This is an optimization exercise on Yosys and OpenROAD, whose aim is small area, not a production implementation.

==> inputs of 04-28 <==
==> flow/design.v <==
`default_nettype none
`default_nettype wire
`default_nettype none
package pov_pkg;
    typedef enum logic [7:0] {
        OP_WRITE_COL   = 8'h10,
        OP_SET_ENABLE  = 8'h20,
        OP_READ_STATUS = 8'h30
    } spi_opcode_e;
    typedef enum logic [2:0] {
        DEC_OPCODE,
        DEC_INDEX,
        DEC_DATA,
        DEC_ENABLE,
        DEC_IGNORE
    } dec_state_e;
    typedef enum logic [1:0] {
        SEQ_IDLE,
        SEQ_LOAD,
        SEQ_SHIFT,
        SEQ_LATCH
    } seq_state_e;
    typedef logic [64-1:0] col_word_t;
endpackage
`default_nettype wire
`default_nettype none
module spi_frame_rx (
    input  logic       clk,
    input  logic       rst_n,
    input  logic       spi_sclk,
    input  logic       spi_cs_n,
    input  logic       spi_mosi,
    output logic       spi_miso,
    input  logic [7:0] tx_byte,
    output logic [7:0] rx_byte,
    output logic       byte_valid,
    output logic       frame_start
);
    logic [2:0] sclk_pipe;
    logic [2:0] cs_pipe;
    logic [1:0] mosi_pipe;
    logic       sclk_rise;
    logic       sclk_fall;
    logic       cs_fall;
    logic       cs_high;
    logic [2:0] bit_cnt;
    logic [7:0] rx_shift;
    logic [7:0] tx_shift;
    assign sclk_rise = sclk_pipe[1] & ~sclk_pipe[2];
    assign sclk_fall = ~sclk_pipe[1] & sclk_pipe[2];
    assign cs_fall   = ~cs_pipe[1] & cs_pipe[2];
    assign cs_high   = cs_pipe[1];
    assign rx_byte   = rx_shift;
    assign spi_miso  = tx_shift[7];
    always_ff @(posedge clk) begin
        if (!rst_n) begin
            sclk_pipe <= '0;
            cs_pipe   <= '1;
            mosi_pipe <= '0;
        end else begin
            sclk_pipe <= {sclk_pipe[1:0], spi_sclk};
            cs_pipe   <= {cs_pipe[1:0], spi_cs_n};
            mosi_pipe <= {mosi_pipe[0], spi_mosi};
        end
    end
    always_ff @(posedge clk) begin
        if (sclk_rise && !cs_high) begin
            rx_shift <= {rx_shift[6:0], mosi_pipe[1]};
        end
    end
    always_ff @(posedge clk) begin
        if (!rst_n) begin
            bit_cnt     <= '0;
            byte_valid  <= 1'b0;
            frame_start <= 1'b0;
            tx_shift    <= '0;
        end else begin
            byte_valid  <= 1'b0;
            frame_start <= cs_fall;
            if (cs_high) begin
                bit_cnt  <= '0;
                tx_shift <= '0;
            end else begin
                if (sclk_rise) begin
                    bit_cnt <= bit_cnt + 3'd1;
                    if (bit_cnt == 3'd7) begin
                        byte_valid <= 1'b1;
                    end
                end
                if (sclk_fall) begin
                    if (bit_cnt == 3'd0) begin
                        tx_shift <= tx_byte;
                    end else begin
                        tx_shift <= {tx_shift[6:0], 1'b0};
                    end
                end
            end
        end
    end
endmodule
`default_nettype wire
`default_nettype none
module command_decoder (
    input  logic                                clk,
    input  logic                                rst_n,
    input  logic [7:0]                          rx_byte,
    input  logic                                byte_valid,
    input  logic                                frame_start,
    output logic [7:0]                          tx_byte,
    input  logic [$clog2(8)-1:0]        col_addr,
    output pov_pkg::col_word_t                  col_data,
    input  logic [7:0]                          frame_count,
    output logic                                display_enable
);
    localparam int COL_AW = $clog2(8);
    localparam logic [3:0] S_OPC = 4'b0000;
    localparam logic [3:0] S_IDX = 4'b0001;
    localparam logic [3:0] S_ENA = 4'b0010;
    localparam logic [3:0] S_IGN = 4'b0011;
    logic [3:0]          st;
    pov_pkg::col_word_t  col_mem [8];
    logic [64-9:0] stage;
    logic [COL_AW-1:0]   wr_idx;
    logic                in_data;
    logic                mem_we;
    assign in_data  = st[3];
    assign mem_we   = byte_valid && st == 4'b1111;
    pov_pkg::col_word_t  wr_data;
    logic [8-1:0] col_we;
    assign wr_data = rst_n ? {stage, rx_byte} : '0;
    always_comb begin
        for (int i = 0; i < 8; i++) begin
            col_we[i] = !rst_n || (mem_we && wr_idx == COL_AW'(i));
        end
    end
    always_ff @(posedge clk) begin
        for (int i = 0; i < 8; i++) begin
            if (col_we[i]) begin
                col_mem[i] <= wr_data;
            end
        end
    end
    always_comb begin
        col_data = '0;
        for (int i = 0; i < 8; i++) begin
            col_data = col_data | (col_mem[i] & {64{col_addr == COL_AW'(i)}});
        end
    end
    always_ff @(posedge clk) begin
        if (byte_valid && in_data) begin
            stage <= {stage[64-17:0], rx_byte};
        end
    end
    always_ff @(posedge clk) begin
        if (!rst_n) begin
            st             <= S_OPC;
            wr_idx         <= '0;
            display_enable <= 1'b0;
            tx_byte        <= '0;
        end else if (frame_start) begin
            st      <= S_OPC;
            tx_byte <= '0;
        end else if (byte_valid) begin
            tx_byte <= '0;
            if (in_data) begin
                st <= (st == 4'b1111) ? S_IGN : st + 4'd1;
            end else begin
                case (st)
                    S_OPC: begin
                        case (rx_byte)
                            pov_pkg::OP_WRITE_COL:  st <= S_IDX;
                            pov_pkg::OP_SET_ENABLE: st <= S_ENA;
                            pov_pkg::OP_READ_STATUS: begin
                                tx_byte <= frame_count;
                                st      <= S_IGN;
                            end
                            default: st <= S_IGN;
                        endcase
                    end
                    S_IDX: begin
                        wr_idx <= rx_byte[COL_AW-1:0];
                        st     <= 4'b1000;
                    end
                    S_ENA: begin
                        display_enable <= rx_byte[0];
                        st             <= S_IGN;
                    end
                    default: st <= S_IGN;
                endcase
            end
        end
    end
endmodule
`default_nettype wire
`default_nettype none
module column_timer (
    input  logic clk,
    input  logic rst_n,
    output logic shift_tick,
    output logic gclk
);
    localparam int DIV_W = (4 > 1) ? $clog2(4) : 1;
    logic [DIV_W-1:0] div_cnt;
    always_ff @(posedge clk) begin
        if (!rst_n) begin
            div_cnt    <= '0;
            shift_tick <= 1'b0;
            gclk       <= 1'b0;
        end else begin
            if (div_cnt == DIV_W'(4 - 1)) begin
                div_cnt    <= '0;
                shift_tick <= 1'b1;
            end else begin
                div_cnt    <= div_cnt + 1'b1;
                shift_tick <= 1'b0;
            end
            if (shift_tick) begin
                gclk <= ~gclk;
            end
        end
    end
endmodule
`default_nettype wire
`default_nettype none
module driver_sequencer (
    input  logic                         clk,
    input  logic                         rst_n,
    input  logic                         shift_tick,
    input  logic                         display_enable,
    output logic [$clog2(8)-1:0] col_addr,
    output logic                         load,
    output logic                         active,
    output logic [3:0]                   bit_idx,
    output logic                         sclk,
    output logic                         lat,
    output logic [8-1:0]         col_sel,
    output logic [7:0]                   frame_count
);
    localparam int COL_AW = $clog2(8);
    pov_pkg::seq_state_e state;
    logic                shift;
    logic                sel_v;
    logic                last_col;
    logic [COL_AW-1:0]   sel_idx;
    assign last_col = col_addr == COL_AW'(8 - 1);
    assign load     = state == pov_pkg::SEQ_LOAD;
    assign sclk     = (state == pov_pkg::SEQ_SHIFT) && shift_tick;
    assign active   = (state == pov_pkg::SEQ_SHIFT) || shift;
    assign sel_idx  = col_addr - 1'b1;
    always_comb begin
        for (int i = 0; i < 8; i++) begin
            col_sel[i] = sel_v && sel_idx == COL_AW'(i);
        end
    end
    always_ff @(posedge clk) begin
        if (!rst_n) begin
            state       <= pov_pkg::SEQ_IDLE;
            bit_idx     <= '0;
            col_addr    <= '0;
            shift       <= 1'b0;
            lat         <= 1'b0;
            sel_v       <= 1'b0;
            frame_count <= '0;
        end else begin
            shift <= sclk;
            lat   <= 1'b0;
            if (shift) begin
                bit_idx <= bit_idx + 1'b1;
            end
            case (state)
                pov_pkg::SEQ_IDLE: begin
                    sel_v    <= 1'b0;
                    col_addr <= '0;
                    if (display_enable && shift_tick) begin
                        state <= pov_pkg::SEQ_LOAD;
                    end
                end
                pov_pkg::SEQ_LOAD: begin
                    state <= pov_pkg::SEQ_SHIFT;
                end
                pov_pkg::SEQ_SHIFT: begin
                    if (shift_tick && bit_idx == 4'd15) begin
                        state <= pov_pkg::SEQ_LATCH;
                    end
                end
                pov_pkg::SEQ_LATCH: begin
                    if (shift_tick) begin
                        lat      <= 1'b1;
                        sel_v    <= 1'b1;
                        col_addr <= col_addr + 1'b1;
                        if (last_col) begin
                            frame_count <= frame_count + 8'd1;
                        end
                        state <= display_enable ? pov_pkg::SEQ_LOAD : pov_pkg::SEQ_IDLE;
                    end
                end
                default: state <= pov_pkg::SEQ_IDLE;
            endcase
        end
    end
endmodule
`default_nettype wire
`default_nettype none
module column_shifter (
    input  logic                   clk,
    input  pov_pkg::col_word_t     col_data,
    input  logic                   load,
    input  logic                   active,
    input  logic [3:0]             bit_idx,
    output logic [4-1:0]  sin
);
    localparam int LB = 16;
    pov_pkg::col_word_t word_q;
    always_ff @(posedge clk) begin
        if (load) begin
            word_q <= col_data;
        end
    end
    always_comb begin
        for (int k = 0; k < 4; k++) begin
            sin[k] = active && word_q[k*LB + (LB-1) - bit_idx];
        end
    end
endmodule
`default_nettype wire
`default_nettype none
module pov_display_top (
    input  logic                  clk,
    input  logic                  rst_n,
    input  logic                  som_sclk,
    input  logic                  som_cs_n,
    input  logic                  som_mosi,
    output logic                  som_miso,
    output logic                  drv_sclk,
    output logic                  drv_lat,
    output logic                  drv_gclk,
    output logic [4-1:0] drv_sin,
    output logic [8-1:0]  col_sel
);
    logic [7:0] rx_byte;
    logic [7:0] tx_byte;
    logic       byte_valid;
    logic       frame_start;
    logic [$clog2(8)-1:0] col_addr;
    pov_pkg::col_word_t           col_data;
    logic [7:0]                   frame_count;
    logic                         display_enable;
    logic                         shift_tick;
    logic                         load;
    logic                         active;
    logic [3:0]                   bit_idx;
    spi_frame_rx u_spi_frame_rx (
        .clk(clk), .rst_n(rst_n),
        .spi_sclk(som_sclk), .spi_cs_n(som_cs_n),
        .spi_mosi(som_mosi), .spi_miso(som_miso),
        .tx_byte(tx_byte), .rx_byte(rx_byte),
        .byte_valid(byte_valid), .frame_start(frame_start)
    );
    command_decoder u_command_decoder (
        .clk(clk), .rst_n(rst_n),
        .rx_byte(rx_byte), .byte_valid(byte_valid),
        .frame_start(frame_start), .tx_byte(tx_byte),
        .col_addr(col_addr), .col_data(col_data),
        .frame_count(frame_count), .display_enable(display_enable)
    );
    column_timer u_column_timer (
        .clk(clk), .rst_n(rst_n),
        .shift_tick(shift_tick), .gclk(drv_gclk)
    );
    driver_sequencer u_driver_sequencer (
        .clk(clk), .rst_n(rst_n),
        .shift_tick(shift_tick), .display_enable(display_enable),
        .col_addr(col_addr), .load(load), .active(active),
        .bit_idx(bit_idx), .sclk(drv_sclk), .lat(drv_lat),
        .col_sel(col_sel), .frame_count(frame_count)
    );
    column_shifter u_column_shifter (
        .clk(clk), .col_data(col_data), .load(load),
        .active(active), .bit_idx(bit_idx), .sin(drv_sin)
    );
endmodule
`default_nettype wire
==> flow/run.sh <==
#!/bin/bash
# synth_recipe.tcl (not shown) runs the flow's synth.tcl, then flattens the netlist and writes it again
# the make line also repeats each setting of config.mk as NAME=value (left out here)
make -C /OpenROAD-flow-scripts/flow DESIGN_CONFIG=/design/flow/config.mk WORK_HOME=/design/flow/orfs CLKGATE_MAP_FILE= SYNTH_SCRIPT=/design/flow/synth_recipe.tcl finish
==> flow/config.mk <==
export PLATFORM = sky130hd
export DESIGN_NAME = pov_display_top
export DESIGN_NICKNAME = pov_display_top
export VERILOG_FILES = /design/flow/design.v
export SDC_FILE = /design/flow/constraint.sdc
export NUM_CORES = 4
export LEC_CHECK = 0
export CAP_MARGIN = 20
export CORE_MARGIN = 2
export CORE_UTILIZATION = 40
export SLEW_MARGIN = 20
==> flow/constraint.sdc <==
create_clock -name core_clock -period 5.0 [get_ports {clk}]
set_input_delay 1.0000 -clock core_clock [delete_from_list [all_inputs] [get_ports {clk}]]
set_output_delay 1.0000 -clock core_clock [all_outputs]
set_load 0.01 [all_outputs]
==> 09-09: changes against 04-28 <==
--- a/flow/design.v
+++ b/flow/design.v
@@ -109,27 +109,73 @@
     output logic [7:0]                          tx_byte,
     input  logic [$clog2(8)-1:0]        col_addr,
-    output pov_pkg::col_word_t                  col_data,
+    input  logic                                col_busy,
+    input  logic                                active,
+    input  logic [3:0]                          bit_idx,
+    output logic [4-1:0]               sin,
     input  logic [7:0]                          frame_count,
     output logic                                display_enable
 );
     localparam int COL_AW = $clog2(8);
+    localparam int LB     = 16;
     localparam logic [3:0] S_OPC = 4'b0000;
     localparam logic [3:0] S_IDX = 4'b0001;
     localparam logic [3:0] S_ENA = 4'b0010;
     localparam logic [3:0] S_IGN = 4'b0011;
-    logic [3:0]          st;
-    pov_pkg::col_word_t  col_mem [8];
-    logic [64-9:0] stage;
-    logic [COL_AW-1:0]   wr_idx;
-    logic                in_data;
-    logic                mem_we;
-    assign in_data  = st[3];
-    assign mem_we   = byte_valid && st == 4'b1111;
-    pov_pkg::col_word_t  wr_data;
+    logic [3:0]           st;
+    pov_pkg::col_word_t   col_mem [8];
+    pov_pkg::col_word_t   stage;
+    logic [COL_AW-1:0]    wr_idx;
+    logic                 in_data;
+    logic                 byte_in;
+    logic                 wr_req;
+    logic                 pend;
+    logic [COL_AW-1:0]    pend_col;
+    logic                 commit;
+    logic                 frozen;
+    logic [7:0]           hold;
+    logic                 hold_v;
+    assign in_data = st[3];
+    assign byte_in = byte_valid && in_data;
+    assign wr_req  = byte_valid && st == 4'b1111;
+    assign commit  = pend && !(col_busy && pend_col == col_addr);
+    assign frozen  = pend && !commit;
+    always_ff @(posedge clk) begin
+        if (!frozen) begin
+            if (hold_v) begin
+                stage <= {stage[64-9:0], hold};
+            end else if (byte_in) begin
+                stage <= {stage[64-9:0], rx_byte};
+            end
+        end
+        if (byte_in && (frozen || hold_v)) begin
+            hold <= rx_byte;
+        end
+    end
+    always_ff @(posedge clk) begin
+        if (!rst_n) begin
+            pend     <= 1'b0;
+            hold_v   <= 1'b0;
+        end else begin
+            if (wr_req) begin
+                pend <= 1'b1;
+            end else if (commit) begin
+                pend <= 1'b0;
+            end
+            if (frozen) begin
+                hold_v <= hold_v || byte_in;
+            end else begin
+                hold_v <= hold_v && byte_in;
+            end
+        end
+        if (wr_req) begin
+            pend_col <= wr_idx;
+        end
+    end
+    pov_pkg::col_word_t   wr_data;
     logic [8-1:0] col_we;
-    assign wr_data = rst_n ? {stage, rx_byte} : '0;
+    assign wr_data = rst_n ? stage : '0;
     always_comb begin
         for (int i = 0; i < 8; i++) begin
-            col_we[i] = !rst_n || (mem_we && wr_idx == COL_AW'(i));
+            col_we[i] = !rst_n || (commit && pend_col == COL_AW'(i));
         end
     end
@@ -141,13 +187,27 @@
         end
     end
+    logic [8-1:0] csel;
+    logic [LB-1:0]        bsel;
+    logic [4-1:0] col_bit [8];
     always_comb begin
-        col_data = '0;
         for (int i = 0; i < 8; i++) begin
-            col_data = col_data | (col_mem[i] & {64{col_addr == COL_AW'(i)}});
+            csel[i] = active && col_addr == COL_AW'(i);
         end
-    end
-    always_ff @(posedge clk) begin
-        if (byte_valid && in_data) begin
-            stage <= {stage[64-17:0], rx_byte};
+        for (int j = 0; j < LB; j++) begin
+            bsel[j] = bit_idx == 4'(LB - 1 - j);
+        end
+        for (int i = 0; i < 8; i++) begin
+            for (int k = 0; k < 4; k++) begin
+                col_bit[i][k] = 1'b0;
+                for (int j = 0; j < LB; j++) begin
+                    col_bit[i][k] = col_bit[i][k] | (bsel[j] & col_mem[i][k*LB + j]);
+                end
+            end
+        end
+        for (int k = 0; k < 4; k++) begin
+            sin[k] = 1'b0;
+            for (int i = 0; i < 8; i++) begin
+                sin[k] = sin[k] | (csel[i] & col_bit[i][k]);
+            end
         end
     end
@@ -229,5 +289,5 @@
     input  logic                         display_enable,
     output logic [$clog2(8)-1:0] col_addr,
-    output logic                         load,
+    output logic                         col_busy,
     output logic                         active,
     output logic [3:0]                   bit_idx,
@@ -244,5 +304,5 @@
     logic [COL_AW-1:0]   sel_idx;
     assign last_col = col_addr == COL_AW'(8 - 1);
-    assign load     = state == pov_pkg::SEQ_LOAD;
+    assign col_busy = state == pov_pkg::SEQ_SHIFT;
     assign sclk     = (state == pov_pkg::SEQ_SHIFT) && shift_tick;
     assign active   = (state == pov_pkg::SEQ_SHIFT) || shift;
@@ -302,25 +362,4 @@
 `default_nettype wire
 `default_nettype none
-module column_shifter (
-    input  logic                   clk,
-    input  pov_pkg::col_word_t     col_data,
-    input  logic                   load,
-    input  logic                   active,
-    input  logic [3:0]             bit_idx,
-    output logic [4-1:0]  sin
-);
-    localparam int LB = 16;
-    pov_pkg::col_word_t word_q;
-    always_ff @(posedge clk) begin
-        if (load) begin
-            word_q <= col_data;
-        end
-    end
-    always_comb begin
-        for (int k = 0; k < 4; k++) begin
-            sin[k] = active && word_q[k*LB + (LB-1) - bit_idx];
-        end
-    end
-endmodule
 `default_nettype wire
 `default_nettype none
@@ -343,9 +382,8 @@
     logic       frame_start;
     logic [$clog2(8)-1:0] col_addr;
-    pov_pkg::col_word_t           col_data;
     logic [7:0]                   frame_count;
     logic                         display_enable;
     logic                         shift_tick;
-    logic                         load;
+    logic                         col_busy;
     logic                         active;
     logic [3:0]                   bit_idx;
@@ -361,5 +399,6 @@
         .rx_byte(rx_byte), .byte_valid(byte_valid),
         .frame_start(frame_start), .tx_byte(tx_byte),
-        .col_addr(col_addr), .col_data(col_data),
+        .col_addr(col_addr), .col_busy(col_busy),
+        .active(active), .bit_idx(bit_idx), .sin(drv_sin),
         .frame_count(frame_count), .display_enable(display_enable)
     );
@@ -371,12 +410,8 @@
         .clk(clk), .rst_n(rst_n),
         .shift_tick(shift_tick), .display_enable(display_enable),
-        .col_addr(col_addr), .load(load), .active(active),
+        .col_addr(col_addr), .col_busy(col_busy), .active(active),
         .bit_idx(bit_idx), .sclk(drv_sclk), .lat(drv_lat),
         .col_sel(col_sel), .frame_count(frame_count)
     );
-    column_shifter u_column_shifter (
-        .clk(clk), .col_data(col_data), .load(load),
-        .active(active), .bit_idx(bit_idx), .sin(drv_sin)
-    );
 endmodule
 `default_nettype wire
==> summary.txt <==
04-28 finished with timing, DRC and antenna clean. 09-09 finished clean.
Between 09-09 and 04-28, the lower area after synthesis is in 09-09 (gap 2.5%, measured against 04-28).
In 09-09 the global-route usage is higher than in 04-28, by 2.9 points.
Of 09-09 and 04-28, 04-28 has the higher die area (gap 2.5%, measured against 04-28).
Between 04-28 and 09-09, the lower core utilization is in 04-28 (gap 0.76 points).
Fmax: 04-28 is higher than 09-09 (16%).
Of 09-09 and 04-28, 09-09 has the higher cell count (gap 7.7%, measured against 04-28).
Between 04-28 and 09-09, the lower count of clock-buffer cells in the layout is in 09-09 (gap 13).
First-iteration DRC count: 09-09 is larger than 04-28 (about 6%).
Flip-flop and latch count: 04-28 is higher than 09-09 (43).
Function was not checked in any run of this note: the RTL went through the layout flow alone.

-- static timing again, ports no longer ideal --
The flow's constraints put no driver on any port. The routed layouts listed below were extracted and timed again, unchanged, in two steps.
Step 1: set_driving_cell puts a clkbuf_16 on clk and a buf_2 on each other input, an assumption about the parent block.
Step 2 also shifts input and output timing later by t, the mid clock arrival at the registers, as if the neighbouring blocks saw the same clock.
Three values: no drivers, after step 1, after step 2; two values: the first two.
run | t (ns) | setup slack, ns | worst hold slack (ns) | worst register clock-pin slew, ns | worst slew at a driven data input, ns
04-28 | 0.649 | 0.817 / 0.762 / 1.411 | 0.408 / 0.408 / 0.408 | 0.06 / 0.06 | 0.05
09-09 | 0.651 | 0.155 / 0.099 / 0.750 | 0.408 / 0.408 / 0.408 | 0.06 / 0.06 | 0.03
After both steps every run listed still meets setup and hold.
